What follows belongs to an exercise in optimizing a design on an open flow for small area and a short achievable clock period; a production flow would make more cautious choices. At most, simulation tests tie the RTL to the original design; equivalence was not proved. The RTL of run 1 was laid out without a check of its function. Power and IR drop assume default switching activity.

==> flow/design.v (outline; a module is shown in full before it is edited, if it fits) <==
// module fir_filter: 4937 lines
// module fa: 4 lines
// module ha: 4 lines
module fir_filter (
   input  logic               clk,
   input  logic               rst,
   input  logic signed [15:0] inp,
   output logic signed [39:0] outp
);
  // ...
==> flow/run.sh <==
#!/bin/bash
# synth_recipe.tcl (not shown) runs the flow's synth.tcl, then flattens the netlist and writes it again
# the make line also repeats each setting of config.mk as NAME=value (left out here)
make -C /OpenROAD-flow-scripts/flow DESIGN_CONFIG=/design/flow/config.mk WORK_HOME=/design/flow/orfs CLKGATE_MAP_FILE= SYNTH_SCRIPT=/design/flow/synth_recipe.tcl finish
==> flow/config.mk <==
export PLATFORM = sky130hd
export DESIGN_NAME = fir_filter
export DESIGN_NICKNAME = fir_filter
export VERILOG_FILES = /design/flow/design.v
export SDC_FILE = /design/flow/constraint.sdc
export NUM_CORES = 4
export LEC_CHECK = 0
export CAP_MARGIN = 20
export CORE_MARGIN = 2
export CORE_UTILIZATION = 40
export CTS_BUF_LIST = sky130_fd_sc_hd__clkbuf_16
export CTS_CLUSTER_DIAMETER = 80
export CTS_CLUSTER_SIZE = 30
export SETUP_SLACK_MARGIN = 4.3
export SLEW_MARGIN = 20
export SYNTH_HIERARCHICAL = 1
export SYNTH_MINIMUM_KEEP_SIZE = 0
==> flow/constraint.sdc <==
create_clock -name core_clock -period 9.0 [get_ports {clk}]
set_input_delay 1.8000 -clock core_clock [delete_from_list [all_inputs] [get_ports {clk}]]
set_output_delay 1.8000 -clock core_clock [all_outputs]
set_load 0.01 [all_outputs]
==> results.py, run 1 <==
metrics = {
    "power_and_ir_drop": {
        "clock_power_share": 0.155,
        "power_switching_mw": 6.475,
        "peakVddDrop_v": 0.0001576,
    },
    "routing": {
        "avgViaCountPerCell": 4.911,
        "maxUsedRoutingLayer": "met4",
        "drt_iter0_markers": 1972,
    },
    "placed_design": {
        "post-place-ws_ps": 4068,
    },
    "die": {
        "fp.dieArea_um2": 142100,
    },
    "clock_tree": {
        "cts-htree-levels": 2,
        "numCtsBuffers": 45,
    },
    "logic_synthesis": {
        "synth_edf_count": 0,
        "synthDominantCellAreaShare": 0.5356,
        "yosys.cell_count.top_type": "fa_1",
        "yosysWarnings": 9,
        "muxShareOfSynthArea": 0.0002023,
    },
    "critical_path": {
        "critical_path.startpoint": "d[14][0]",
        "cp.required_ps": 9520,
    },
    "sta": {
        "timing.max_slew.rel_slack": 0.3203,
        "timing.final.hold_violations": 0,
    },
    "finish": {
        "reg_top3": "d (416), y_q (32), d0n (16)",
        "design.seq.count": 779,
        "non_clk_buf_share": 0.01263,
        "largest_cell_class": "multi-input gates",
    },
    "run_status": {
        "outcome": "complete, no violations",
    },
    "global_routing": {
        "global_route.peak_usage_layer": "met2",
    },
}
==> run 2: changes to the inputs <==
--- a/flow/design.v
+++ b/flow/design.v
@@ -630,16 +630,55 @@
    logic r1_29_1;
    logic m_r1_29_1;
    logic r1_30_0;
    logic m_r1_30_0;
    logic r1_30_1;
    logic m_r1_30_1;
    logic r1_31_0;
    logic m_r1_31_0;
+   logic p0_0_0;
+   logic p0_1_0;
+   logic p0_2_0;
+   logic p0_3_0;
+   logic p0_4_0;
+   logic p0_4_1;
+   logic p0_5_0;
+   logic p0_5_1;
+   logic p0_6_0;
+   logic p0_6_1;
+   logic p0_7_0;
+   logic p0_7_1;
+   logic p0_8_0;
+   logic p0_8_1;
+   logic p0_9_0;
+   logic p0_9_1;
+   logic p0_10_0;
+   logic p0_10_1;
+   logic p0_11_0;
+   logic p0_11_1;
+   logic p0_12_0;
+   logic p0_12_1;
+   logic p0_13_0;
+   logic p0_13_1;
+   logic p0_14_0;
+   logic p0_14_1;
+   logic p0_15_0;
+   logic p0_15_1;
+   logic p0_16_0;
+   logic p0_16_1;
+   logic p0_17_0;
+   logic p0_17_1;
+   logic p0_18_0;
+   logic p0_18_1;
+   logic p0_19_0;
+   logic p0_19_1;
+   logic p0_20_0;
+   logic p0_20_1;
+   logic p0_21_0;
    wire n0 = ~d[25][0];
    wire n1 = ~d[25][1];
    wire n2 = ~d[25][2];
    wire n3 = ~d[25][3];
    wire n4 = ~d[25][4];
    wire n5 = ~d[25][5];
    wire n6 = ~d[25][6];
    wire n7 = ~d[25][7];
@@ -4137,173 +4176,277 @@
    wire s1908, c1908;
    fa u1908 (c1877, s1878, c1907, s1908, c1908);
    wire s1909, c1909;
    fa u1909 (c1878, s1879, c1908, s1909, c1909);
    wire s1910, c1910;
    fa u1910 (c1879, s1880, c1909, s1910, c1910);
    wire s1911, c1911;
    fa u1911 (c1880, s1881, c1910, s1911, c1911);
-   wire s1912, c1912;
-   ha u1912 (d0n[7], d0n[3], s1912, c1912);
-   wire s1913, c1913;
-   fa u1913 (d0n[8], d0n[4], d[0][2], s1913, c1913);
-   wire s1914, c1914;
-   ha u1914 (m_r1_8_0, m_r1_8_1, s1914, c1914);
-   wire s1915, c1915;
-   fa u1915 (d0n[9], d0n[5], d[0][3], s1915, c1915);
-   wire s1916, c1916;
-   fa u1916 (1'b1, m_r1_9_0, m_r1_9_1, s1916, c1916);
-   wire s1917, c1917;
-   fa u1917 (d0n[10], d0n[6], d[0][4], s1917, c1917);
-   wire s1918, c1918;
-   ha u1918 (m_r1_10_0, m_r1_10_1, s1918, c1918);
-   wire s1919, c1919;
-   fa u1919 (d0n[11], d0n[7], d[0][5], s1919, c1919);
-   wire s1920, c1920;
-   fa u1920 (1'b1, m_r1_11_0, m_r1_11_1, s1920, c1920);
-   wire s1921, c1921;
-   fa u1921 (d0n[12], d0n[8], d[0][6], s1921, c1921);
-   wire s1922, c1922;
-   ha u1922 (m_r1_12_0, m_r1_12_1, s1922, c1922);
-   wire s1923, c1923;
-   fa u1923 (d0n[13], d0n[9], d[0][7], s1923, c1923);
-   wire s1924, c1924;
-   fa u1924 (1'b1, m_r1_13_0, m_r1_13_1, s1924, c1924);
-   wire s1925, c1925;
-   fa u1925 (d0n[14], d0n[10], d[0][8], s1925, c1925);
-   wire s1926, c1926;
-   fa u1926 (1'b1, m_r1_14_0, m_r1_14_1, s1926, c1926);
-   wire s1927, c1927;
-   fa u1927 (d[0][15], d0n[11], d[0][9], s1927, c1927);
+   wire n1912 = ~inp[0];
+   wire n1913 = ~inp[1];
+   wire n1914 = ~inp[2];
+   wire n1915 = ~inp[3];
+   wire n1916 = ~inp[4];
+   wire n1917 = ~inp[5];
+   wire n1918 = ~inp[6];
+   wire n1919 = ~inp[7];
+   wire n1920 = ~inp[8];
+   wire n1921 = ~inp[9];
+   wire n1922 = ~inp[10];
+   wire n1923 = ~inp[11];
+   wire n1924 = ~inp[12];
+   wire n1925 = ~inp[13];
+   wire n1926 = ~inp[14];
+   wire n1927 = ~inp[15];
    wire s1928, c1928;
-   fa u1928 (1'b1, m_r1_15_0, m_r1_15_1, s1928, c1928);
+   ha u1928 (n1918, n1914, s1928, c1928);
    wire s1929, c1929;
-   fa u1929 (d0n[12], d[0][10], m_r1_16_0, s1929, c1929);
+   fa u1929 (n1919, n1915, inp[1], s1929, c1929);
    wire s1930, c1930;
-   fa u1930 (d0n[13], d[0][11], 1'b1, s1930, c1930);
+   fa u1930 (n1920, n1916, inp[2], s1930, c1930);
    wire s1931, c1931;
-   ha u1931 (d0n[14], d[0][12], s1931, c1931);
+   fa u1931 (n1921, n1917, inp[3], s1931, c1931);
    wire s1932, c1932;
-   fa u1932 (d[0][15], d[0][13], 1'b1, s1932, c1932);
+   fa u1932 (n1922, n1918, inp[4], s1932, c1932);
    wire s1933, c1933;
-   ha u1933 (d[0][14], 1'b1, s1933, c1933);
+   fa u1933 (n1923, n1919, inp[5], s1933, c1933);
    wire s1934, c1934;
-   ha u1934 (d0n[15], 1'b1, s1934, c1934);
+   fa u1934 (n1924, n1920, inp[6], s1934, c1934);
    wire s1935, c1935;
-   ha u1935 (d0n[5], d0n[1], s1935, c1935);
+   fa u1935 (n1925, n1921, inp[7], s1935, c1935);
    wire s1936, c1936;
-   fa u1936 (d0n[6], d0n[2], d[0][0], s1936, c1936);
+   fa u1936 (n1926, n1922, inp[8], s1936, c1936);
    wire s1937, c1937;
-   fa u1937 (d[0][1], 1'b1, m_r1_7_0, s1937, c1937);
+   fa u1937 (inp[15], n1923, inp[9], s1937, c1937);
    wire s1938, c1938;
-   fa u1938 (c1912, m_r1_8_2, s1913, s1938, c1938);
+   ha u1938 (n1924, inp[10], s1938, c1938);
    wire s1939, c1939;
-   fa u1939 (c1913, s1915, c1914, s1939, c1939);
+   ha u1939 (n1925, inp[11], s1939, c1939);
    wire s1940, c1940;
-   fa u1940 (c1915, s1917, s1918, s1940, c1940);
+   ha u1940 (n1926, inp[12], s1940, c1940);
    wire s1941, c1941;
-   fa u1941 (c1917, s1919, c1918, s1941, c1941);
+   ha u1941 (inp[15], inp[13], s1941, c1941);
    wire s1942, c1942;
-   fa u1942 (c1919, s1921, s1922, s1942, c1942);
+   ha u1942 (p0_8_0, p0_8_1, s1942, c1942);
    wire s1943, c1943;
-   fa u1943 (c1921, s1923, c1922, s1943, c1943);
+   fa u1943 (p0_9_0, p0_9_1, 1'b1, s1943, c1943);
    wire s1944, c1944;
-   fa u1944 (c1923, s1925, c1924, s1944, c1944);
+   ha u1944 (p0_10_0, p0_10_1, s1944, c1944);
    wire s1945, c1945;
-   fa u1945 (c1925, s1927, c1926, s1945, c1945);
+   fa u1945 (p0_11_0, p0_11_1, 1'b1, s1945, c1945);
    wire s1946, c1946;
-   fa u1946 (m_r1_16_1, c1927, c1928, s1946, c1946);
+   ha u1946 (p0_12_0, p0_12_1, s1946, c1946);
    wire s1947, c1947;
-   fa u1947 (m_r1_17_0, m_r1_17_1, s1930, s1947, c1947);
+   fa u1947 (p0_13_0, p0_13_1, 1'b1, s1947, c1947);
    wire s1948, c1948;
-   fa u1948 (m_r1_18_0, m_r1_18_1, s1931, s1948, c1948);
+   fa u1948 (p0_14_0, p0_14_1, 1'b1, s1948, c1948);
    wire s1949, c1949;
-   fa u1949 (c1931, m_r1_19_0, m_r1_19_1, s1949, c1949);
+   fa u1949 (p0_15_0, p0_15_1, 1'b1, s1949, c1949);
    wire s1950, c1950;
-   fa u1950 (m_r1_20_0, m_r1_20_1, s1933, s1950, c1950);
+   ha u1950 (p0_16_0, p0_16_1, s1950, c1950);
    wire s1951, c1951;
-   fa u1951 (c1933, m_r1_21_0, m_r1_21_1, s1951, c1951);
+   fa u1951 (p0_17_0, p0_17_1, 1'b1, s1951, c1951);
    wire s1952, c1952;
-   ha u1952 (c1934, m_r1_22_0, s1952, c1952);
+   ha u1952 (p0_18_0, p0_18_1, s1952, c1952);
    wire s1953, c1953;
-   ha u1953 (d0n[0], 1'b1, s1953, c1953);
+   fa u1953 (p0_19_0, p0_19_1, 1'b1, s1953, c1953);
    wire s1954, c1954;
-   fa u1954 (d0n[1], 1'b1, m_r1_1_0, s1954, c1954);
+   fa u1954 (p0_20_0, p0_20_1, 1'b1, s1954, c1954);
    wire s1955, c1955;
-   ha u1955 (d0n[2], m_r1_2_0, s1955, c1955);
+   ha u1955 (p0_21_0, 1'b1, s1955, c1955);
    wire s1956, c1956;
-   fa u1956 (d0n[3], 1'b1, m_r1_3_0, s1956, c1956);
+   ha u1956 (p0_5_0, p0_5_1, s1956, c1956);
    wire s1957, c1957;
-   fa u1957 (d0n[4], d0n[0], m_r1_4_0, s1957, c1957);
+   ha u1957 (p0_6_0, p0_6_1, s1957, c1957);
    wire s1958, c1958;
-   fa u1958 (1'b1, m_r1_5_0, s1935, s1958, c1958);
+   fa u1958 (p0_7_0, p0_7_1, 1'b1, s1958, c1958);
    wire s1959, c1959;
-   fa u1959 (c1935, m_r1_6_0, s1936, s1959, c1959);
+   fa u1959 (m_r1_8_0, m_r1_8_1, m_r1_8_2, s1959, c1959);
    wire s1960, c1960;
-   fa u1960 (s1912, c1936, s1937, s1960, c1960);
+   fa u1960 (c1942, m_r1_9_0, m_r1_9_1, s1960, c1960);
    wire s1961, c1961;
-   fa u1961 (s1914, c1937, s1938, s1961, c1961);
+   fa u1961 (m_r1_10_0, m_r1_10_1, s1944, s1961, c1961);
    wire s1962, c1962;
-   fa u1962 (s1916, c1938, s1939, s1962, c1962);
+   fa u1962 (c1944, m_r1_11_0, m_r1_11_1, s1962, c1962);
    wire s1963, c1963;
-   fa u1963 (c1916, c1939, s1940, s1963, c1963);
+   fa u1963 (m_r1_12_0, m_r1_12_1, s1946, s1963, c1963);
    wire s1964, c1964;
-   fa u1964 (s1920, s1941, c1940, s1964, c1964);
+   fa u1964 (c1946, m_r1_13_0, m_r1_13_1, s1964, c1964);
    wire s1965, c1965;
-   fa u1965 (c1920, c1941, s1942, s1965, c1965);
+   fa u1965 (m_r1_14_0, m_r1_14_1, c1947, s1965, c1965);
    wire s1966, c1966;
-   fa u1966 (s1924, s1943, c1942, s1966, c1966);
+   fa u1966 (m_r1_15_0, m_r1_15_1, c1948, s1966, c1966);
    wire s1967, c1967;
-   fa u1967 (s1926, c1943, s1944, s1967, c1967);
+   fa u1967 (m_r1_16_0, m_r1_16_1, s1950, s1967, c1967);
    wire s1968, c1968;
-   fa u1968 (s1928, c1944, s1945, s1968, c1968);
+   fa u1968 (c1950, m_r1_17_0, m_r1_17_1, s1968, c1968);
    wire s1969, c1969;
-   fa u1969 (s1929, c1945, s1946, s1969, c1969);
+   fa u1969 (m_r1_18_0, m_r1_18_1, s1952, s1969, c1969);
    wire s1970, c1970;
-   fa u1970 (c1929, s1947, c1946, s1970, c1970);
+   fa u1970 (c1952, m_r1_19_0, m_r1_19_1, s1970, c1970);
    wire s1971, c1971;
-   fa u1971 (c1930, s1948, c1947, s1971, c1971);
+   fa u1971 (m_r1_20_0, m_r1_20_1, c1953, s1971, c1971);
    wire s1972, c1972;
-   fa u1972 (s1932, c1948, s1949, s1972, c1972);
+   fa u1972 (m_r1_21_0, m_r1_21_1, s1955, s1972, c1972);
    wire s1973, c1973;
-   fa u1973 (c1932, c1949, s1950, s1973, c1973);
+   ha u1973 (c1955, m_r1_22_0, s1973, c1973);
    wire s1974, c1974;
-   fa u1974 (s1934, c1950, s1951, s1974, c1974);
+   ha u1974 (p0_0_0, 1'b1, s1974, c1974);
    wire s1975, c1975;
-   fa u1975 (m_r1_22_1, s1952, c1951, s1975, c1975);
+   fa u1975 (p0_1_0, 1'b1, m_r1_1_0, s1975, c1975);
    wire s1976, c1976;
-   fa u1976 (m_r1_23_0, m_r1_23_1, c1952, s1976, c1976);
+   ha u1976 (p0_2_0, m_r1_2_0, s1976, c1976);
    wire s1977, c1977;
-   ha u1977 (m_r1_24_0, m_r1_24_1, s1977, c1977);
+   fa u1977 (p0_3_0, 1'b1, m_r1_3_0, s1977, c1977);
    wire s1978, c1978;
-   ha u1978 (m_r1_25_0, m_r1_25_1, s1978, c1978);
+   fa u1978 (p0_4_0, p0_4_1, m_r1_4_0, s1978, c1978);
    wire s1979, c1979;
-   fa u1979 (1'b1, m_r1_26_0, m_r1_26_1, s1979, c1979);
+   fa u1979 (1'b1, m_r1_5_0, s1956, s1979, c1979);
    wire s1980, c1980;
-   fa u1980 (1'b1, m_r1_27_0, m_r1_27_1, s1980, c1980);
+   fa u1980 (c1956, m_r1_6_0, s1957, s1980, c1980);
    wire s1981, c1981;
-   fa u1981 (1'b1, m_r1_28_0, m_r1_28_1, s1981, c1981);
+   fa u1981 (c1957, m_r1_7_0, s1958, s1981, c1981);
    wire s1982, c1982;
-   fa u1982 (1'b1, m_r1_29_0, m_r1_29_1, s1982, c1982);
+   fa u1982 (s1942, c1958, s1959, s1982, c1982);
    wire s1983, c1983;
-   fa u1983 (1'b1, m_r1_30_0, m_r1_30_1, s1983, c1983);
-   wire [31:0] fa_a = {m_r1_31_0, s1983, s1982, s1981, s1980, s1979, s1978, s1977, s1976, s1975, s1974, s1973, s1972, s1971, s1970, s1969, s1968, s1967, s1966, s1965, s1964, s1963, s1962, s1961, s1960, s1959, s1958, s1957, s1956, s1955, s1954, m_r1_0_0};
-   wire [31:0] fa_b = {c1983, c1982, c1981, c1980, c1979, c1978, c1977, c1976, c1975, c1974, c1973, c1972, c1971, c1970, c1969, c1968, c1967, c1966, c1965, c1964, c1963, c1962, c1961, c1960, c1959, c1958, c1957, c1956, c1955, c1954, c1953, s1953};
+   fa u1983 (s1943, c1959, s1960, s1983, c1983);
+   wire s1984, c1984;
+   fa u1984 (c1943, c1960, s1961, s1984, c1984);
+   wire s1985, c1985;
+   fa u1985 (s1945, c1961, s1962, s1985, c1985);
+   wire s1986, c1986;
+   fa u1986 (c1945, c1962, s1963, s1986, c1986);
+   wire s1987, c1987;
+   fa u1987 (s1947, c1963, s1964, s1987, c1987);
+   wire s1988, c1988;
+   fa u1988 (s1948, c1964, s1965, s1988, c1988);
+   wire s1989, c1989;
+   fa u1989 (s1949, c1965, s1966, s1989, c1989);
+   wire s1990, c1990;
+   fa u1990 (c1949, s1967, c1966, s1990, c1990);
+   wire s1991, c1991;
+   fa u1991 (s1951, c1967, s1968, s1991, c1991);
+   wire s1992, c1992;
+   fa u1992 (c1951, c1968, s1969, s1992, c1992);
+   wire s1993, c1993;
+   fa u1993 (s1953, c1969, s1970, s1993, c1993);
+   wire s1994, c1994;
+   fa u1994 (s1954, c1970, s1971, s1994, c1994);
+   wire s1995, c1995;
+   fa u1995 (c1954, s1972, c1971, s1995, c1995);
+   wire s1996, c1996;
+   fa u1996 (m_r1_22_1, s1973, c1972, s1996, c1996);
+   wire s1997, c1997;
+   fa u1997 (m_r1_23_0, m_r1_23_1, c1973, s1997, c1997);
+   wire s1998, c1998;
+   ha u1998 (m_r1_24_0, m_r1_24_1, s1998, c1998);
+   wire s1999, c1999;
+   ha u1999 (m_r1_25_0, m_r1_25_1, s1999, c1999);
+   wire s2000, c2000;
+   fa u2000 (1'b1, m_r1_26_0, m_r1_26_1, s2000, c2000);
+   wire s2001, c2001;
+   fa u2001 (1'b1, m_r1_27_0, m_r1_27_1, s2001, c2001);
+   wire s2002, c2002;
+   fa u2002 (1'b1, m_r1_28_0, m_r1_28_1, s2002, c2002);
+   wire s2003, c2003;
+   fa u2003 (1'b1, m_r1_29_0, m_r1_29_1, s2003, c2003);
+   wire s2004, c2004;
+   fa u2004 (1'b1, m_r1_30_0, m_r1_30_1, s2004, c2004);
+   wire [31:0] fa_a = {m_r1_31_0, s2004, s2003, s2002, s2001, s2000, s1999, s1998, s1997, s1996, s1995, s1994, s1993, s1992, s1991, s1990, s1989, s1988, s1987, s1986, s1985, s1984, s1983, s1982, s1981, s1980, s1979, s1978, s1977, s1976, s1975, m_r1_0_0};
+   wire [31:0] fa_b = {c2004, c2003, c2002, c2001, c2000, c1999, c1998, c1997, c1996, c1995, c1994, c1993, c1992, c1991, c1990, c1989, c1988, c1987, c1986, c1985, c1984, c1983, c1982, c1981, c1980, c1979, c1978, c1977, c1976, c1975, c1974, s1974};
    wire [31:0] y_d = fa_a + fa_b;
    always_ff @(posedge clk) begin
       if (rst) begin
          for (int i = 0; i < 26; i++) d[i] <= 16'd0;
          d0n <= '1;
          y_q <= '0;
+         p0_0_0 <= 1'b1;
+         p0_1_0 <= 1'b1;
+         p0_2_0 <= 1'b1;
+         p0_3_0 <= 1'b1;
+         p0_4_0 <= 1'b1;
+         p0_4_1 <= 1'b1;
+         p0_5_0 <= 1'b1;
+         p0_5_1 <= 1'b1;
+         p0_6_0 <= 1'b0;
+         p0_6_1 <= 1'b0;
+         p0_7_0 <= 1'b0;
+         p0_7_1 <= 1'b1;
+         p0_8_0 <= 1'b0;
+         p0_8_1 <= 1'b1;
+         p0_9_0 <= 1'b0;
+         p0_9_1 <= 1'b1;
+         p0_10_0 <= 1'b0;
+         p0_10_1 <= 1'b1;
+         p0_11_0 <= 1'b0;
+         p0_11_1 <= 1'b1;
+         p0_12_0 <= 1'b0;
+         p0_12_1 <= 1'b1;
+         p0_13_0 <= 1'b0;
+         p0_13_1 <= 1'b1;
+         p0_14_0 <= 1'b0;
+         p0_14_1 <= 1'b1;
+         p0_15_0 <= 1'b1;
+         p0_15_1 <= 1'b1;
+         p0_16_0 <= 1'b1;
+         p0_16_1 <= 1'b0;
+         p0_17_0 <= 1'b1;
+         p0_17_1 <= 1'b0;
+         p0_18_0 <= 1'b1;
+         p0_18_1 <= 1'b0;
+         p0_19_0 <= 1'b0;
+         p0_19_1 <= 1'b0;
+         p0_20_0 <= 1'b0;
+         p0_20_1 <= 1'b0;
+         p0_21_0 <= 1'b1;
       end else begin
          d[0] <= inp;
          d0n <= ~inp;
          for (int i = 1; i < 26; i++) d[i] <= d[i-1];
          y_q <= y_d;
+         p0_0_0 <= n1912;
+         p0_1_0 <= n1913;
+         p0_2_0 <= n1914;
+         p0_3_0 <= n1915;
+         p0_4_0 <= n1916;
+         p0_4_1 <= n1912;
+         p0_5_0 <= n1917;
+         p0_5_1 <= n1913;
+         p0_6_0 <= inp[0];
+         p0_6_1 <= s1928;
+         p0_7_0 <= s1929;
+         p0_7_1 <= c1928;
+         p0_8_0 <= s1930;
+         p0_8_1 <= c1929;
+         p0_9_0 <= s1931;
+         p0_9_1 <= c1930;
+         p0_10_0 <= s1932;
+         p0_10_1 <= c1931;
+         p0_11_0 <= s1933;
+         p0_11_1 <= c1932;
+         p0_12_0 <= s1934;
+         p0_12_1 <= c1933;
+         p0_13_0 <= s1935;
+         p0_13_1 <= c1934;
+         p0_14_0 <= s1936;
+         p0_14_1 <= c1935;
+         p0_15_0 <= s1937;
+         p0_15_1 <= c1936;
+         p0_16_0 <= s1938;
+         p0_16_1 <= c1937;
+         p0_17_0 <= s1939;
+         p0_17_1 <= c1938;
+         p0_18_0 <= s1940;
+         p0_18_1 <= c1939;
+         p0_19_0 <= s1941;
+         p0_19_1 <= c1940;
+         p0_20_0 <= inp[14];
+         p0_20_1 <= c1941;
+         p0_21_0 <= n1927;
       end
    end
    logic rq;
    always_ff @(posedge clk) begin
       rq <= rst;
       r6_0_0 <= n0;
       r6_1_0 <= s210;
       r6_2_0 <= s211;
--- a/flow/config.mk
+++ b/flow/config.mk
@@ -6,12 +6,12 @@
 export NUM_CORES = 4
 export LEC_CHECK = 0
 export CAP_MARGIN = 20
 export CORE_MARGIN = 2
 export CORE_UTILIZATION = 40
 export CTS_BUF_LIST = sky130_fd_sc_hd__clkbuf_16
 export CTS_CLUSTER_DIAMETER = 80
 export CTS_CLUSTER_SIZE = 30
-export SETUP_SLACK_MARGIN = 4.3
+export SETUP_SLACK_MARGIN = 4.6
 export SLEW_MARGIN = 20
 export SYNTH_HIERARCHICAL = 1
 export SYNTH_MINIMUM_KEEP_SIZE = 0
==> results.py, run 2 <==
metrics = {
    "clock_tree": {
        "cts-htree-levels": 2,
        "root_buffer": "clkbuf_16",
        "path_clk_slew_ps": 120,
        "clkSinkCount": 807,
        "clock_path_buffers": 3,
        "clock_tree_from_tritoncts": "yes",
        "cts.hold.buffers_added": 0,
        "clock_network_latency_to_the_later_pin_of_the_worst_skew_pair_ps": 700,
        "numCtsBuffers": 47,
    },
    "routing": {
        "wl_um": 154000,
        "vias": 29070,
        "drt_iter0_markers": 1699,
        "final_antenna_net_count": 0,
        "avgViaCountPerCell": 4.823,
        "first_pass_iters": 5,
        "post_drt_wl_per_cell_um": 25.55,
        "drc": 0,
    },
    "die": {
        "fp.dieArea_um2": 144400,
        "floorplan.io_pins": 58,
        "placeableCoreArea_um2": 139900,
        "fp-row-count": 137,
        "start_util": 0.4042,
        "floorplan.die.height_um": 380.0,
        "dieWidth_um": 380.0,
    },
    "power_and_ir_drop": {
        "static-leakage-power_nw": 24.60,
        "power_switching_mw": 6.404,
        "total_power_mw": 16.11,
        "power-per-cell-area_nw_per_um2": 257.1,
        "combPwrFrac": 0.544,
        "internal_power_mw": 9.702,
        "clock_power_share": 0.164,
        "fraction_of_power_consumed_by_sequential_logic": 0.292,
        "power_switching_share": 0.3976,
        "peakVddDrop_v": 0.0002282,
    },
    "logic_synthesis": {
        "yosys.cell_count.top_type": "fa_1",
        "synth_commonest_cells": "fa_1 (1489), dfxtp_1 (807), nor2b_1 (564), inv_1 (351), ha_1 (215)",
        "yosysWarnings": 9,
        "synth.area.top_cells": "fa_1 (53%), dfxtp_1 (29%), nor2b_1 (6.2%)",
        "dominantRegCellSynth": "dfxtp_1",
        "netlist.top_cell.by_area": "fa_1",
        "ys_seq_area_frac": 0.2857,
        "synth.lib_cells_used.distinct": 60,
        "ys_seq_elements": 807,
        "synthDominantCellAreaShare": 0.5272,
        "synth.avg_cell_area_um2": 14.25,
        "synth_edf_count": 0,
        "syn-instance-count": 3968,
        "asyncSetResetFlopFracSynth": 0,
        "mappedNetlistArea_um2": 56540,
    },
    "placed_design": {
        "dp_hpwl_um": 131100,
        "postPlaceCellArea_um2": 59220,
        "buffer_ports.inserted": 57,
        "gp_congestion": 0.9084,
        "place.detailed.instances": 5827,
        "post-place-ws_ps": 3778,
    },
    "finish": {
        "antennaDiodeCount": 0,
        "finish.instance_area_um2": 62660,
        "synthToLayoutAreaGrowth_pct": 10.81,
        "reg_top3": "d (416), y_q (32), d0n (16)",
        "final_nets": 5842,
        "final_cells": 6028,
        "sequential_cell_area_um2": 16210,
        "layout.cells.most_common": "fa_1",
        "multiInputGateArea_um2": 39080,
        "largest_register_ff_count": 416,
        "final_core_utilization": 0.4479,
        "largest-register": "d",
        "drive_above_1_share": 0.1460,
        "layout_common_cells": "fa_1 (1365), dfxtp_1 (781), nor2b_1 (564)",
        "final.fill_count": 12640,
    },
    "sta": {
        "rsz_0062_raised_after_global_routing": "true",
        "fin_hold_ws_ps": 424.1,
        "timing.max_slew.rel_slack": 0.3324,
        "timing_worst_slew_pin_value_ps": 1001,
        "timing.final.hold_violations": 0,
        "ratio_of_final_minimum_period_to_clock_period": 0.4935,
        "setup_violations": 0,
        "fmax_mhz": 225.1,
        "skew_ps": 62.19,
        "finalWorstSetupSlack_ps": 4558,
        "fin_crit_ps": 4442,
        "timing.setup.tns_ps": 0,
        "maxSlewViolCount": 0,
    },
    "job": {
        "maxCapViolCount": 0,
    },
    "critical_path": {
        "crit_path_cell_trace": "ha_4 -> fa_2 -> clkinvlp_4 -> buf_4 -> fa_2 -> fa_1 -> fa_1 -> fa_2 -> fa_2 -> fa_1",
        "critical-path-max-stage-delay_ps": 690,
        "timing.critical_path.max_delay_family": "adder cells",
        "path_class": "reg -> reg",
        "critical_path.n_buffers_inverters": 2,
        "worst-r2r-cell-count": 10,
        "worst-endpoint-arrival_ps": 5020,
        "ff2ff_setup_slack_ps": 4560,
        "critical_path.max_fanout": 3,
        "crit_top_cell": "fa_2",
        "cpMaxStageDelayCell": "fa_2",
        "crit_cells": 10,
        "cp.required_ps": 9580,
        "worst_setup_path_start_kind": "flop",
        "critical_path.endpoint_type": "flop",
    },
    "min_path": {
        "timing.hold.worst_path_depth": 1,
        "hold_class": "reg -> reg",
    },
    "global_routing": {
        "largest_net_degree_at_the_start_of_global_routing": 185,
        "grt.total_usage": 0.2205,
        "grt_first_pass_wirelength_um": 230100,
        "grt_antenna_before_repair": 2,
        "grt-ovfl-total": 0,
        "grt_pass1_vias": 34200,
    },
    "run_status": {
        "outcome": "complete, no violations",
    },
}
-- run 2: changes by cell type after synthesis, sizes merged, moves of 4 or more --
cell,delta
dfxtp,+28
nor2,+23
inv,+13
or2,+12
nand2,+9
a21oi,+6
o21ai,+6
ha,+5
o211ai,-5
o21a,-5
a211oi,-4
nand3,+4
nor2b,+4
-- run 2: final timing paths --
path,from,endpoint
hold / removal,d[4][9],d[5][9]
setup reg to reg,d[16][3],r5_16_0
hold reg to reg,d[4][9],d[5][9]
setup / recovery,d[16][3],r5_16_0
-- run 2: cell type report --
cell class	instances	share of cell area
clock inverter	34	0.009166
sequential	807	0.2587
inverter	351	0.02255
clock buffer	47	0.01877
timing repair buffer	188	0.02961
multi-input combinational	2725	0.6237
tap	1876	0.03746
-- run 2: Yosys stat by module, one instance, submodules excluded --
module,flops+latches,cells,cell area [um2]
fir_filter,807,2296,24450
fa,0,1,20.02
ha,0,1,12.51
-- run 2: power groups by stage --
stage	logic [mW]	clock network [mW]	registers [mW]
global placement	8.55	0	4.79
floorplan	6.36	0	4.69
detailed placement	8.78	0	4.79
CTS	8.82	2.72	4.71
global route	10.1	2.84	4.76
finish	8.76	2.65	4.70
-- run 2: timing repair --
| item | in CTS | in global routing |
|---|---|---|
| cloned | 2 | 3 |
| endpoints found under the setup margin | 137 | 82 |
| gates resized for setup | 145 | 90 |
| setup buffers | 65 | 50 |
| pin swaps | 41 | 66 |
-- run 2: cell families (layout without fill, tap and decap cells) --
group,Yosys count,count (layout),synth area share
multiplexers,4,4,0.0007966
buffers and inverters,454,620,0.03076
flip-flops,807,807,0.2857
adder cells (fa/ha/maj),1704,1704,0.5748
AND/OR/NAND/NOR,880,880,0.09294
other,1,19,0.00006632
XOR/XNOR,23,23,0.003563
AO/OA/AOI/OAI,95,95,0.01137
-- run 2: layer usage --
| metal | track usage | up-vias | routed length (um) |
|---|---|---|---|
| met2 | 0.3704 | 636 | 74890 |
| li1 | - | 12240 | - |
| met4 | 0.05401 | 2 | 4525 |
| met1 | 0.3023 | 15980 | 67430 |
| met5 | 0 | - | 11 |
| met3 | 0.03202 | 218 | 7136 |
==> run 3: changes to the inputs <==
--- a/flow/config.mk
+++ b/flow/config.mk
@@ -11,7 +11,7 @@
 export CTS_BUF_LIST = sky130_fd_sc_hd__clkbuf_16
 export CTS_CLUSTER_DIAMETER = 80
 export CTS_CLUSTER_SIZE = 30
-export SETUP_SLACK_MARGIN = 4.6
+export SETUP_SLACK_MARGIN = 4.9
 export SLEW_MARGIN = 20
 export SYNTH_HIERARCHICAL = 1
 export SYNTH_MINIMUM_KEEP_SIZE = 0
==> results.py, run 3 <==
metrics = {
    "run_status": {
        "outcome": "complete, no violations",
    },
    "critical_path": {
        "rr_endpoint": "r5_17_0",
        "cp.required_ps": 9550,
        "worst-r2r-cell-count": 9,
        "ff2ff_setup_slack_ps": 4600,
        "crit_top_cell": "fa_2",
        "worst-endpoint-arrival_ps": 4950,
        "cpMaxStageDelayCell": "fa_2",
        "worst_setup_path_start_kind": "flop",
        "path_class": "reg -> reg",
        "rr_startpoint": "d[16][6]",
        "critical_path.endpoint_type": "flop",
        "critical-path-max-stage-delay_ps": 570,
        "crit_path_cell_trace": "ha_4 -> fa_2 -> fa_2 -> fa_2 -> fa_2 -> fa_2 -> fa_2 -> fa_2 -> fa_2",
        "critical_path.n_buffers_inverters": 0,
        "critical_path.max_fanout": 3,
        "timing.critical_path.max_delay_family": "adder cells",
        "critical_path.startpoint": "d[16][6]",
    },
    "logic_synthesis": {
        "dominantRegCellSynth": "dfxtp_1",
        "mappedNetlistArea_um2": 56540,
        "yosys.cell_count.top_type": "fa_1",
        "synth_top_family_by_area": "adder cells",
        "synth_fa_ha_area_frac": 0.5748,
        "asyncSetResetFlopFracSynth": 0,
        "ys_seq_area_frac": 0.2857,
        "syn-instance-count": 3968,
        "synth.area.top_cells": "fa_1 (53%), dfxtp_1 (29%), nor2b_1 (6.2%)",
        "synth_edf_count": 0,
        "muxShareOfSynthArea": 0.0007966,
        "synth-compound-area-share": 0.01137,
        "synth_simple_gate_area_share": 0.09294,
        "synthXorXnorAreaFrac": 0.003563,
        "synth.avg_cell_area_um2": 14.25,
        "ys_seq_elements": 807,
        "synthDominantCellAreaShare": 0.5272,
        "netlist.top_cell.by_area": "fa_1",
        "synth_commonest_cells": "fa_1 (1489), dfxtp_1 (807), nor2b_1 (564), inv_1 (351), ha_1 (215)",
        "synth.lib_cells_used.distinct": 60,
        "yosysWarnings": 9,
    },
    "die": {
        "start_util": 0.4042,
        "floorplan.io_pins": 58,
        "dieWidth_um": 380.0,
        "placeableCoreArea_um2": 139900,
        "fp-row-count": 137,
        "fp.dieArea_um2": 144400,
        "floorplan.die.height_um": 380.0,
    },
    "power_and_ir_drop": {
        "static-leakage-power_nw": 25.05,
        "peakVddDrop_v": 0.0002226,
        "power-per-cell-area_nw_per_um2": 252.4,
    },
    "min_path": {
        "timing.hold.worst_endpoint": "d[25][2]",
        "timing.hold.worst_path_depth": 1,
        "hold_class": "reg -> reg",
        "hold_path.startpoint": "d[24][2]",
    },
    "sta": {
        "fmax_mhz": 227.2,
        "timing_worst_slew_pin_value_ps": 917.6,
        "timing.setup.tns_ps": 0,
        "timing.max_slew.rel_slack": 0.3883,
        "fin_crit_ps": 4401,
        "setup_violations": 0,
        "skew_ps": 38.07,
        "ratio_of_final_minimum_period_to_clock_period": 0.4890,
        "rsz_0062_raised_after_global_routing": "true",
        "fin_hold_ws_ps": 421.6,
        "timing.final.hold_violations": 0,
        "maxSlewViolCount": 0,
    },
    "global_routing": {
        "grt_first_pass_wirelength_um": 231500,
        "grt-ovfl-total": 0,
        "grt_antenna_before_repair": 3,
        "grt_pass1_vias": 34640,
        "largest_net_degree_at_the_start_of_global_routing": 182,
        "grt.total_usage": 0.2225,
    },
    "routing": {
        "post_drt_wl_per_cell_um": 25.51,
        "met2_wirelength_um": 76250,
        "metal1_wirelength_um": 67900,
        "final_antenna_net_count": 0,
        "vias": 29860,
        "drc": 0,
        "maxUsedRoutingLayer": "met4",
        "drt_iter0_markers": 1959,
        "avgViaCountPerCell": 4.852,
        "wl_um": 157000,
        "route.met3.wl_um": 7999,
        "first_pass_iters": 5,
    },
    "finish": {
        "largest-register": "d",
        "largest_register_ff_count": 416,
        "final.fill_count": 12390,
        "layout.cells.most_common": "fa_1",
        "reg_top3": "d (416), y_q (32), d0n (16)",
        "drive_above_1_share": 0.2508,
        "finish.instance_area_um2": 65210,
        "synthToLayoutAreaGrowth_pct": 15.33,
        "layout_common_cells": "fa_1 (1142), dfxtp_1 (746), nor2b_1 (564)",
        "final_nets": 5965,
    },
    "clock_tree": {
        "path_clk_slew_ps": 110,
        "cts-htree-levels": 2,
        "root_buffer": "clkbuf_16",
        "numCtsBuffers": 45,
        "clock_tree_from_tritoncts": "yes",
        "cts.hold.buffers_added": 0,
        "clock_path_buffers": 3,
        "clkSinkCount": 807,
        "clock_network_latency_to_the_later_pin_of_the_worst_skew_pair_ps": 680,
    },
    "placed_design": {
        "postPlaceCellArea_um2": 59380,
        "gp_congestion": 0.8997,
        "buffer_ports.inserted": 57,
        "dp_hpwl_um": 129700,
    },
    "job": {
        "maxCapViolCount": 0,
    },
}
[run 3: cell count changes in the layout (fill, tap and decap cells not counted), moves of 35 or more]
cell,before,now
buf_4,106,167
buf_6,7,51
dfxtp_1,781,746
fa_1,1365,1142
fa_2,124,347
ha_1,207,165
ha_4,2,38
inv_1,310,272
[run 3: worst reg2reg max path: cells and delay by family, from the launching register on]
family	cells	cell delay, ps
flip-flops	1	410
adder cells (fa/ha/maj)	9	3870
[run 3: cell families (layout without fill, tap and decap cells)]
kind of cell | Yosys count | count (layout)
compound gates | 95 | 95
xor+xnor | 23 | 23
fa+ha+maj | 1704 | 1704
buf+inv | 454 | 743
flops | 807 | 807
mux | 4 | 4
other cells | 1 | 23
simple gates | 880 | 880
[run 3: routing by layer]
| layer | vias up | GRT usage |
|---|---|---|
| met3 | 210 | 0.03255 |
| li1 | 12490 | - |
| met1 | 16410 | 0.3019 |
| met4 | 0 | 0.05850 |
| met2 | 750 | 0.3752 |
| met5 | - | 0 |
[run 3: power breakdown]
group | switching (mW) | total (mW) | internal [mW]
clock | 1.48 | 2.60 | 1.12
combinational | 4.76 | 9.14 | 4.39
sequential | 0.241 | 4.71 | 4.47
total | 6.48 | 16.5 | 9.98
[run 3: layout make-up]
class / instances / area [um2] / share of cell area
inverters: 351 / 1488 / 0.02281
well taps: 1876 / 2347 / 0.03600
clock buffers: 47 / 1176 / 0.01804
repair buffers: 313 / 3222 / 0.04941
multi-input cells: 2725 / 40140 / 0.6156
clock inverters: 32 / 525.5 / 0.008059
diodes: 4 / 10.01 / 0.0001535
flip-flops and latches: 807 / 16300 / 0.2499
[run 3: worst max path at each step]
stage | endpoint | slack [ps] | cells past startpoint
CTS | r1_17_0 | 4570 | 11
finish | r5_17_0 | 4600 | 9
detailed placement | r1_19_0 | 3970 | 8
floorplan | r1_7_0 | 4760 | 10
global placement | r1_19_0 | 4000 | 8
global route | r1_17_0 | 4540 | 11
[run 3: timing repair]
| item | CTS | global route |
|---|---|---|
| endpoints found under the setup margin | 208 | 160 |
| pin swaps | 163 | 197 |
| resized for setup | 431 | 200 |
| buffers inserted | 150 | 86 |
| cloned | 0 | 7 |
[run 3: per-module statistics from Yosys (local to each module, per instance)]
module      cells  area (um2)
fa              1       20.02
ha              1       12.51
fir_filter   2296       24450
[run 3: per-stage QoR]
stage	cells	worst slack, ps	power [mW]	utilization
4_1_cts	6057	4574	16.34	0.4552
2_1_floorplan	3986	4761	11.07	-
3_3_place_gp	5828	4000	13.34	0.4245
5_1_grt	6151	4542	18.02	0.4661
6_report	6155	4599	16.46	0.4662
3_5_place_dp	5828	3973	13.50	0.4245
==> run 4: changes to the inputs <==
--- a/flow/config.mk
+++ b/flow/config.mk
@@ -11,7 +11,7 @@
 export CTS_BUF_LIST = sky130_fd_sc_hd__clkbuf_16
 export CTS_CLUSTER_DIAMETER = 80
 export CTS_CLUSTER_SIZE = 30
-export SETUP_SLACK_MARGIN = 4.9
+export SETUP_SLACK_MARGIN = 4.4
 export SLEW_MARGIN = 20
 export SYNTH_HIERARCHICAL = 1
 export SYNTH_MINIMUM_KEEP_SIZE = 0
==> results.py, run 4 <==
metrics = {
    "routing": {
        "final_antenna_net_count": 0,
        "vias": 28830,
        "first_pass_iters": 5,
        "avgViaCountPerCell": 4.854,
        "drc": 0,
        "wl_um": 150800,
        "drt_iter0_markers": 1915,
        "post_drt_wl_per_cell_um": 25.38,
    },
    "critical_path": {
        "critical_path.endpoint_type": "flop",
        "cp.required_ps": 9590,
        "critical-path-max-stage-delay_ps": 710,
        "critical_path.startpoint": "d[5][3]",
        "critical_path.max_fanout": 4,
        "critical_path.n_buffers_inverters": 1,
        "rr_startpoint": "d[5][3]",
        "worst-endpoint-arrival_ps": 5130,
        "crit_path_cell_trace": "ha_2 -> fa_2 -> inv_1 -> fa_1 -> fa_1 -> fa_1 -> fa_1 -> fa_1 -> fa_1",
        "path_class": "reg -> reg",
        "worst_setup_path_start_kind": "flop",
        "crit_top_cell": "fa_1",
        "timing.critical_path.max_delay_family": "adder cells",
        "cpMaxStageDelayCell": "fa_2",
    },
    "power_and_ir_drop": {
        "total_power_mw": 16.26,
        "static-leakage-power_nw": 24.23,
        "power-per-cell-area_nw_per_um2": 264.4,
        "peakVddDrop_v": 0.0001890,
    },
    "sta": {
        "rsz_0062_raised_after_global_routing": "true",
        "setup_violations": 0,
        "maxSlewViolCount": 0,
        "timing_worst_slew_pin_value_ps": 1009,
        "timing.setup.tns_ps": 0,
        "skew_ps": 62.47,
        "timing.final.hold_violations": 0,
        "fin_crit_ps": 4537,
        "fmax_mhz": 220.4,
        "ratio_of_final_minimum_period_to_clock_period": 0.5042,
        "timing.max_slew.rel_slack": 0.3275,
    },
    "finish": {
        "largest_register_ff_count": 416,
        "final_nets": 5744,
        "reg_top3": "d (416), y_q (32), d0n (16)",
        "largest-register": "d",
        "synthToLayoutAreaGrowth_pct": 8.750,
        "final.fill_count": 12600,
        "multiInputGateArea_um2": 38810,
        "antennaDiodeCount": 0,
        "layout_common_cells": "fa_1 (1453), dfxtp_1 (804), nor2b_1 (564)",
        "layout.cells.most_common": "fa_1",
        "drive_above_1_share": 0.08787,
        "sequential_cell_area_um2": 16160,
    },
    "min_path": {
        "hold_class": "reg -> reg",
        "hold_path.startpoint": "d[21][6]",
    },
    "job": {
        "maxCapViolCount": 0,
    },
    "die": {
        "start_util": 0.4042,
        "placeableCoreArea_um2": 139900,
        "dieWidth_um": 380.0,
        "fp.dieArea_um2": 144400,
        "fp-row-count": 137,
        "floorplan.die.height_um": 380.0,
        "floorplan.io_pins": 58,
    },
    "clock_tree": {
        "clock_network_latency_to_the_later_pin_of_the_worst_skew_pair_ps": 720,
        "clkSinkCount": 807,
        "clock_path_buffers": 3,
        "path_clk_slew_ps": 110,
        "numCtsBuffers": 50,
        "cts-htree-levels": 2,
        "cts.hold.buffers_added": 0,
        "clock_tree_from_tritoncts": "yes",
        "root_buffer": "clkbuf_16",
    },
    "placed_design": {
        "buffer_ports.inserted": 57,
        "gp_congestion": 0.9122,
        "dp_hpwl_um": 130700,
    },
    "global_routing": {
        "grt_first_pass_wirelength_um": 228000,
        "largest_net_degree_at_the_start_of_global_routing": 199,
        "grt_pass1_vias": 34000,
        "grt.total_usage": 0.2178,
        "grt-ovfl-total": 0,
        "grt_antenna_before_repair": 4,
    },
    "logic_synthesis": {
        "synth_commonest_cells": "fa_1 (1489), dfxtp_1 (807), nor2b_1 (564), inv_1 (351), ha_1 (215)",
        "netlist.top_cell.by_area": "fa_1",
        "synth.avg_cell_area_um2": 14.25,
        "syn-instance-count": 3968,
        "asyncSetResetFlopFracSynth": 0,
        "synth.area.top_cells": "fa_1 (53%), dfxtp_1 (29%), nor2b_1 (6.2%)",
        "yosysWarnings": 9,
        "yosys.cell_count.top_type": "fa_1",
        "mappedNetlistArea_um2": 56540,
        "ys_seq_elements": 807,
        "ys_seq_area_frac": 0.2857,
        "synth.lib_cells_used.distinct": 60,
        "synthDominantCellAreaShare": 0.5272,
        "dominantRegCellSynth": "dfxtp_1",
        "synth_edf_count": 0,
    },
    "run_status": {
        "outcome": "complete, no violations",
    },
}
## run 4: worst paths after layout
check / to / slack, ps / cells after the start
setup / recovery: r5_16_0 / 4460 / 9
hold / removal: d[22][6] / 420 / 1
setup reg to reg: r5_16_0 / 4460 / 9
hold reg to reg: d[22][6] / 420 / 1
## run 4: cell type report
cell class,count,share of cell area
Sequential cell,807,0.2628
Clock inverter,43,0.01162
Multi-Input combinational cell,2725,0.6311
Tap cell,1876,0.03817
Inverter,351,0.02173
Timing Repair Buffer,87,0.01416
Clock buffer,50,0.02035
## run 4: repair_timing
item / 4_1_cts / 5_1_grt
endpoints found under the setup margin: 41 / 52
cloned: 0 / 0
gates resized for setup: 21 / 32
hold endpoints to repair: 0 / 0
buffers inserted: 1 / 21
pin swaps: 0 / 7
## run 4: cell families after synthesis
family          count (synthesis)  share of synthesized area
buf+inv                       454                    0.03076
fa+ha+maj                    1704                     0.5748
xor+xnor                       23                   0.003563
mux                             4                  0.0007966
simple gates                  880                    0.09294
compound gates                 95                    0.01137
flops                         807                     0.2857
other cells                     1                 0.00006632
## run 4: metal layers
metal,share of wire,global-route usage,wire [um]
met5,0,0,0
met3,0.051,0.03406,7754
met2,0.48,0.3555,71940
met4,0.032,0.06393,4882
met1,0.44,0.3016,66180
## run 4: stage by stage
stage | hold WS [ps] | instance area [um2] | util | setup WS (ps) | cells
finish | 422.5 | 61490 | 0.4396 | 4463 | 5939
global placement | 416.1 | 59200 | 0.4232 | 4205 | 5824
detailed placement | 420.4 | 59200 | 0.4232 | 4182 | 5824
floorplan | 413.8 | 56610 | - | 4516 | 3986
CTS | 423.1 | 61240 | 0.4378 | 4367 | 5918
global route | 435.1 | 61490 | 0.4396 | 4386 | 5939
## run 4: Yosys stat by module (local to each module, per instance)
module      cells  cell area (um2)  flip-flops and latches  times used
fir_filter   2296            24450                     807           1
ha              1            12.51                       0         184
fa              1            20.02                       0        1488
## run 4: worst register-to-register path: stages (launching register included)
cell     delay (ps)
dfxtp_1         370
ha_2            220
fa_2            720
inv_1           260
fa_1            580
fa_1            440
fa_1            530
fa_1            390
fa_1            530
fa_1            410
## run 4: where the power goes
part	leakage, nW	internal [mW]	switching [mW]
clock	0.943	1.20	1.61
sequential	6.64	4.47	0.218
combinational	16.7	4.08	4.68
total	24.2	9.76	6.50
==> run 5: changes to the inputs <==
--- a/flow/config.mk
+++ b/flow/config.mk
@@ -7,10 +7,11 @@
 export LEC_CHECK = 0
 export CAP_MARGIN = 20
 export CORE_MARGIN = 2
-export CORE_UTILIZATION = 40
+export CORE_UTILIZATION = 60
 export CTS_BUF_LIST = sky130_fd_sc_hd__clkbuf_16
 export CTS_CLUSTER_DIAMETER = 80
 export CTS_CLUSTER_SIZE = 30
+export PLACE_DENSITY = 0.72
 export SETUP_SLACK_MARGIN = 4.4
 export SLEW_MARGIN = 20
 export SYNTH_HIERARCHICAL = 1
==> results.py, run 5 <==
metrics = {
    "run_status": {
        "outcome": "complete, no violations",
    },
    "critical_path": {
        "critical_path.startpoint": "d[14][3]",
        "cp.required_ps": 9550,
        "path_class": "reg -> reg",
        "critical_path.max_fanout": 4,
        "rr_startpoint": "d[14][3]",
        "critical_path.endpoint_type": "flop",
        "worst_setup_path_start_kind": "flop",
        "worst-endpoint-arrival_ps": 5130,
    },
    "global_routing": {
        "grt_antenna_before_repair": 1,
        "largest_net_degree_at_the_start_of_global_routing": 182,
        "grt_pass1_vias": 33920,
        "grt.total_usage": 0.3251,
        "grt-ovfl-total": 0,
        "grt_first_pass_wirelength_um": 222900,
    },
    "placed_design": {
        "buffer_ports.inserted": 57,
        "place.detailed.instances": 5203,
        "gp_congestion": 0.9518,
        "dp_hpwl_um": 124600,
    },
    "min_path": {
        "hold_path.startpoint": "d[13][4]",
        "hold_class": "reg -> reg",
    },
    "routing": {
        "drc": 0,
        "final_antenna_net_count": 0,
        "wl_um": 144800,
        "vias": 29100,
        "drt_iter0_markers": 2206,
        "post_drt_wl_per_cell_um": 27.18,
        "avgViaCountPerCell": 5.464,
        "first_pass_iters": 5,
    },
    "clock_tree": {
        "cts-htree-levels": 2,
        "path_clk_slew_ps": 110,
        "clock_path_buffers": 3,
        "root_buffer": "clkbuf_16",
        "clock_network_latency_to_the_later_pin_of_the_worst_skew_pair_ps": 680,
        "clkSinkCount": 807,
        "numCtsBuffers": 45,
        "clock_tree_from_tritoncts": "yes",
    },
    "sta": {
        "timing_worst_slew_pin_value_ps": 1065,
        "rsz_0062_raised_after_global_routing": "true",
        "setup_violations": 0,
        "timing.final.hold_violations": 0,
        "fmax_mhz": 218.3,
        "ratio_of_final_minimum_period_to_clock_period": 0.5090,
        "fin_crit_ps": 4581,
        "timing.setup.tns_ps": 0,
        "maxSlewViolCount": 0,
        "timing.max_slew.rel_slack": 0.2827,
        "skew_ps": 36.50,
    },
    "finish": {
        "layout.cells.most_common": "fa_1",
        "drive_above_1_share": 0.09602,
        "synthToLayoutAreaGrowth_pct": 7.338,
        "largest_register_ff_count": 416,
        "layout_common_cells": "fa_1 (1446), dfxtp_1 (797), nor2b_1 (564)",
        "final_nets": 5762,
        "final_cells": 5326,
        "antennaDiodeCount": 0,
        "sequential_cell_area_um2": 16170,
        "final.fill_count": 6941,
        "multiInputGateArea_um2": 38820,
        "reg_top3": "d (416), y_q (32), d0n (16)",
        "largest-register": "d",
    },
    "logic_synthesis": {
        "synth.avg_cell_area_um2": 14.25,
        "dominantRegCellSynth": "dfxtp_1",
        "synth.lib_cells_used.distinct": 60,
        "syn-instance-count": 3968,
        "synth_edf_count": 0,
        "synth_commonest_cells": "fa_1 (1489), dfxtp_1 (807), nor2b_1 (564), inv_1 (351), ha_1 (215)",
        "yosysWarnings": 9,
        "ys_seq_elements": 807,
        "asyncSetResetFlopFracSynth": 0,
        "mappedNetlistArea_um2": 56540,
        "ys_seq_area_frac": 0.2857,
        "netlist.top_cell.by_area": "fa_1",
        "synthDominantCellAreaShare": 0.5272,
        "synth.area.top_cells": "fa_1 (53%), dfxtp_1 (29%), nor2b_1 (6.2%)",
        "yosys.cell_count.top_type": "fa_1",
    },
    "die": {
        "floorplan.io_pins": 58,
        "dieWidth_um": 311.0,
        "fp-row-count": 112,
        "start_util": 0.6058,
        "fp.dieArea_um2": 96710,
        "placeableCoreArea_um2": 93330,
        "floorplan.die.height_um": 311.0,
    },
    "power_and_ir_drop": {
        "static-leakage-power_nw": 24.23,
        "power-per-cell-area_nw_per_um2": 264.8,
        "total_power_mw": 16.07,
        "peakVddDrop_v": 0.0001880,
    },
    "job": {
        "maxCapViolCount": 0,
    },
}
-- run 5: metal layers --
layer | vias up | share of wire | track usage
met2 | 1022 | 0.45 | 0.4835
met3 | 167 | 0.090 | 0.09278
met1 | 15840 | 0.43 | 0.4774
met4 | 2 | 0.029 | 0.08399
met5 | - | 0.000090 | 0
li1 | 12070 | - | -
-- run 5: path summary, 6_finish.rpt --
kind	to	slack, ps	cells after the start
min	d[14][4]	440	1
min reg2reg	d[14][4]	440	1
max	r3_16_0	4420	9
max reg2reg	r3_16_0	4420	9
-- run 5: report_power, final --
group,switching [mW],internal (mW)
registers,0.218,4.48
logic,4.72,4.07
clock network,1.45,1.13
total,6.39,9.68
-- run 5: metrics by stage --
step | hold slack, ps | util | area (um2) | setup WS (ps)
2_1_floorplan | 413.8 | - | 56610 | 4516
6_report | 438.8 | 0.6503 | 60690 | 4419
5_1_grt | 452.6 | 0.6503 | 60690 | 4355
4_1_cts | 440.4 | 0.6462 | 60310 | 4402
3_3_place_gp | 415.8 | 0.6262 | 58440 | 4084
3_5_place_dp | 420.4 | 0.6262 | 58440 | 3988
-- run 5: logic make-up after synthesis --
family          synth area share
xor+xnor                0.003563
buf+inv                  0.03076
mux                    0.0007966
simple gates             0.09294
flops                     0.2857
other cells           0.00006632
fa+ha+maj                 0.5748
compound gates           0.01137
-- run 5: area by class of cell --
cell class / instances / share of cell area
multi-input cells: 2725 / 0.6397
flip-flops and latches: 807 / 0.2664
well taps: 1254 / 0.02585
inverters: 351 / 0.02231
clock buffers: 47 / 0.01938
repair buffers: 110 / 0.01792
clock inverters: 32 / 0.008432
-- run 5: timing repair --
item	in CTS	in global routing
hold endpoints to repair	0	0
pin swaps	0	15
gates resized for setup	30	43
hold buffers	0	0
cloned	1	0
buffers inserted	8	35
endpoints found under the setup margin	71	51
-- run 5: per-module statistics from Yosys (local to each module, per instance) --
module / flip-flops and latches / copies in the design / cells inside / area [um2]
fir_filter: 807 / 1 / 2296 / 24450
fa: 0 / 1488 / 1 / 20.02
ha: 0 / 184 / 1 / 12.51
-- run 5: critical path, stage by stage (launching register included) --
cell and delay, ps:
dfxtp_1 440, ha_1 250, fa_1 780, inv_2 200
fa_1 490, fa_1 540, fa_1 440, fa_1 390
fa_1 510, fa_1 410

[separate check: timing with driven ports]
Ports are ideal in the flow. The routed layouts listed here were re-timed in OpenROAD. Step 1 (the two cells are an assumption about what drives the block):
set clk [get_ports {clk}]
set_driving_cell -lib_cell sky130_fd_sc_hd__clkbuf_16 $clk
set_driving_cell -lib_cell sky130_fd_sc_hd__buf_2 [delete_from_list [all_inputs] $clk]
Step 2 moves the port delays by t, midway between the first and last clock arrival at a register: inputs arrive t later, outputs are due t later. That takes back most of the time a late clock gives input paths. a / b / c = no drivers / after step 1 / after step 2; a / b = the first two.
| run | shift t [ns] | slack for setup (ns) | hold slack, ns |
|---|---|---|---|
| run 1 | 0.726 | 4.401 / 4.401 / 4.401 | 0.418 / 0.418 / 0.418 |
| run 2 | 0.743 | 4.558 / 4.558 / 4.558 | 0.424 / 0.424 / 0.424 |
| run 3 | 0.733 | 4.599 / 4.599 / 4.599 | 0.422 / 0.422 / 0.422 |
| run 4 | 0.758 | 4.463 / 4.463 / 4.463 | 0.423 / 0.423 / 0.423 |
| run 5 | 0.728 | 4.419 / 4.419 / 4.419 | 0.439 / 0.439 / 0.439 |
After both steps every run listed still meets setup and hold.
